This design comes from an exercise in tuning for small area on the open sky130 flow, not from production work.
In this exercise RTL edits were held to simulation tests only and were not proved equivalent to the original.
The flow treats the clock pin as an ideal source. Dropping or thinning the clock tree relies on that and would not hold on a real chip.
Power figures rest on the tool's default switching activity, not on a simulated workload.

## cpu_top
module cpu_top #(
    parameter cpu_pkg::word_t RESET_ADDRESS = 32'h0
) (
    input  logic               clock,
    input  logic               reset,
    output cpu_pkg::word_t     memory_address,
    input  cpu_pkg::word_t     memory_data_in,
    output cpu_pkg::word_t     memory_data_out,
    output cpu_pkg::mem_size_t memory_data_size,
    output logic               memory_enable,
    output logic               memory_operation,  
    input  logic               memory_ready
);
    typedef enum logic [3:0] {
        S_CLR,     
        S_FADDR,   
        S_FREQ,    
        S_FWAIT,   
        S_R2,      
        S_E1,      
        S_ROT,     
        S_E2,      
        S_M2,      
        S_LWAIT,   
        S_LE2      
    } state_t;
    state_t      st;
    logic [4:0]  cnt;
    logic        first;
    logic        last;
    assign first = (cnt == 5'd0);
    assign last  = (cnt == 5'd31);
    cpu_pkg::word_t ins;
    logic [4:0] opc;
    logic [2:0] f3;
    logic       valid;
    logic       is_opimm, is_op, is_alu, is_lui, is_auipc, is_jal, is_jalr;
    logic       is_br, is_load, is_store, is_mem;
    logic       alu_shift, alu_slt, alu_plain;
    logic       sll, sra;
    assign ins       = memory_data_in;
    assign opc       = ins[6:2];
    assign f3        = ins[14:12];
    assign valid     = (ins[1:0] == 2'b11);
    assign is_opimm  = valid && opc == 5'b00100;
    assign is_op     = valid && opc == 5'b01100;
    assign is_alu    = is_opimm || is_op;
    assign is_lui    = valid && opc == 5'b01101;
    assign is_auipc  = valid && opc == 5'b00101;
    assign is_jal    = valid && opc == 5'b11011;
    assign is_jalr   = valid && opc == 5'b11001;
    assign is_br     = valid && opc == 5'b11000 && f3[2:1] != 2'b01;
    assign is_load   = valid && opc == 5'b00000 && f3[1:0] != 2'b11 && f3 != 3'b110;
    assign is_store  = valid && opc == 5'b01000 && !f3[2] && f3[1:0] != 2'b11;
    assign is_mem    = is_load || is_store;
    assign alu_shift = is_alu && f3[1:0] == 2'b01;
    assign alu_slt   = is_alu && f3[2:1] == 2'b01;
    assign alu_plain = is_alu && !alu_shift && !alu_slt;
    assign sll       = !f3[2];
    assign sra       = ins[30];
    cpu_pkg::word_t pc_q;        
    cpu_pkg::word_t dout_q;      
    logic [4:0]     sidx;        
    logic           lu;          
    logic           flag;        
    logic           carry_a;
  ...
export LEC_CHECK = 0
export ABC_AREA = 1
export CAP_MARGIN = 20
export CORE_MARGIN = 2
export CORE_UTILIZATION = 55
export SLEW_MARGIN = 20
create_clock -name core_clock -period 11.0 [get_ports {clock}]
standard.sh (not shown) runs the stock make flow with config.mk's settings and CLKGATE_MAP_FILE= SYNTH_SCRIPT=/design/flow/synth_recipe.tcl, a recipe that flattens the netlist after the stock synthesis.
==> flow/flow/run.sh <==
#!/bin/bash
# The standard ORFS layout with these changes in how the layout is made:
#  - ABC maps the logic with an area-recovery script (flow/abc_area.script)
#    in place of ORFS's abc_area.script; registers are untouched;
#  - every port still gets a buffer, of the smallest buffer cell;
#  - the clock tree is built by flow/custom_cts.tcl in place of TritonCTS:
#    clock port -> one clkbuf_8 -> inv_12 cells (about 6 leaves each) -> one
#    inv_16 per compact cluster of at most 36 flip-flops, so every
#    flip-flop's clock passes the same three levels; a cluster whose
#    estimated clock-pin slew is above 118 ps is split in two. The rest of
#    ORFS's CTS step (legalisation, timing repair) runs unchanged.
# Each step's log is in orfs/logs; make's output is in standard.log.
set -o pipefail
rm -rf scripts_area
cp -r "$FLOW_HOME/scripts" scripts_area
cp flow/abc_area.script scripts_area/abc_area.script
sed -i "s|^log_cmd clock_tree_synthesis {\*}\$cts_args|source $PWD/flow/custom_cts.tcl\ncustom_cts clock sky130_fd_sc_hd__clkbuf_8 sky130_fd_sc_hd__inv_12 6 sky130_fd_sc_hd__inv_16 36\ncts_fix_leaves 0.118 8|" scripts_area/cts.tcl
grep -q "^custom_cts clock" scripts_area/cts.tcl || { echo "cts.tcl patch failed"; exit 1; }
export BUFFER_PORTS_ARGS="-buffer_cell sky130_fd_sc_hd__buf_1"
bash standard.sh SCRIPTS_DIR="$PWD/scripts_area" finish > standard.log 2>&1
==> flow/flow/abc_area.script <==
strash
&get -n
&deepsyn -T 60
&put
dch -f
amap -m
topo
Other scripts of this flow, unchanged in this note and not shown: flow/flow/custom_cts.tcl
Rerun with:
--- a/flow/flow/run.sh
+++ b/flow/flow/run.sh
@@ -7,2 +7,2 @@
-#    clock port -> one clkbuf_8 -> inv_12 cells (about 6 leaves each) -> one
-#    inv_16 per compact cluster of at most 36 flip-flops, so every
+#    clock port -> one inv_4 -> clkbuf_16 cells (about 6 leaves each) -> one
+#    inv_16 per compact cluster of at most 34 flip-flops, so every
@@ -17 +17 @@
-sed -i "s|^log_cmd clock_tree_synthesis {\*}\$cts_args|source $PWD/flow/custom_cts.tcl\ncustom_cts clock sky130_fd_sc_hd__clkbuf_8 sky130_fd_sc_hd__inv_12 6 sky130_fd_sc_hd__inv_16 36\ncts_fix_leaves 0.118 8|" scripts_area/cts.tcl
+sed -i "s|^log_cmd clock_tree_synthesis {\*}\$cts_args|source $PWD/flow/custom_cts.tcl\ncustom_cts clock sky130_fd_sc_hd__inv_4 sky130_fd_sc_hd__clkbuf_16 6 sky130_fd_sc_hd__inv_16 34\ncts_fix_leaves 0.118 8|" scripts_area/cts.tcl
==> flow/flow/abc_area.script (replaced) <==
strash
&get -n
&deepsyn -T 60
&put
dch -f
amap
topo
What happened: Cell area rose by about 0.3%. Setup slack gets worse by 25 ps. Sequential cell count does not change. Synthesized cell count is about the same. Register-to-register slack gets better by 70 ps. Wire length rose by about 1.1%. Fmax fell by about 0.36%.
Rerun with:
--- a/flow/flow/run.sh
+++ b/flow/flow/run.sh
@@ -7 +7 @@
-#    clock port -> one inv_4 -> clkbuf_16 cells (about 6 leaves each) -> one
+#    clock port -> one clkbuf_8 -> inv_12 cells (about 6 leaves each) -> one
@@ -17 +17 @@
-sed -i "s|^log_cmd clock_tree_synthesis {\*}\$cts_args|source $PWD/flow/custom_cts.tcl\ncustom_cts clock sky130_fd_sc_hd__inv_4 sky130_fd_sc_hd__clkbuf_16 6 sky130_fd_sc_hd__inv_16 34\ncts_fix_leaves 0.118 8|" scripts_area/cts.tcl
+sed -i "s|^log_cmd clock_tree_synthesis {\*}\$cts_args|source $PWD/flow/custom_cts.tcl\ncustom_cts clock sky130_fd_sc_hd__clkbuf_8 sky130_fd_sc_hd__inv_12 6 sky130_fd_sc_hd__inv_16 34\ncts_fix_leaves 0.118 8|" scripts_area/cts.tcl
Design area stays flat.
Cell count does not change.
Power drops by 0.45%.
In every run of this note, the design's own scripts or RTL, not TritonCTS, make the clock network.

[what the ideal ports hide]
Ports are ideal in the flow. The routed layouts listed here were re-timed in OpenROAD. Step 1 (the two cells are an assumption about what drives the block):
set clk [get_ports {clock}]
set_driving_cell -lib_cell sky130_fd_sc_hd__clkbuf_16 $clk
set_driving_cell -lib_cell sky130_fd_sc_hd__buf_2 [delete_from_list [all_inputs] $clk]
Step 2 moves the port delays by t, midway between the first and last clock arrival at a register: inputs arrive t later, outputs are due t later. That takes back most of the time a late clock gives input paths. Slacks: no drivers / after step 1 / after step 2; pairs: no drivers / after step 1.
run | t, ns | slack for setup (ns) | hold slack, ns | worst setup path after step 2 | cell pins on the clock port's net
the first run | 0.734 | 4.213 / 4.230 / 3.496 | 0.304 / 0.304 / 0.304 | input to register | 1
the second run | 0.565 | 4.188 / 4.198 / 3.633 | 0.305 / 0.305 / 0.305 | input to register | 1
the third run | 0.726 | 4.329 / 4.323 / 3.598 | 0.306 / 0.306 / 0.306 | input to register | 1
After both steps setup and hold are still met in every run listed. For the third run, which loses most, drivers alone change the setup slack by -0.006 ns; drivers and shift together by -0.731 ns.
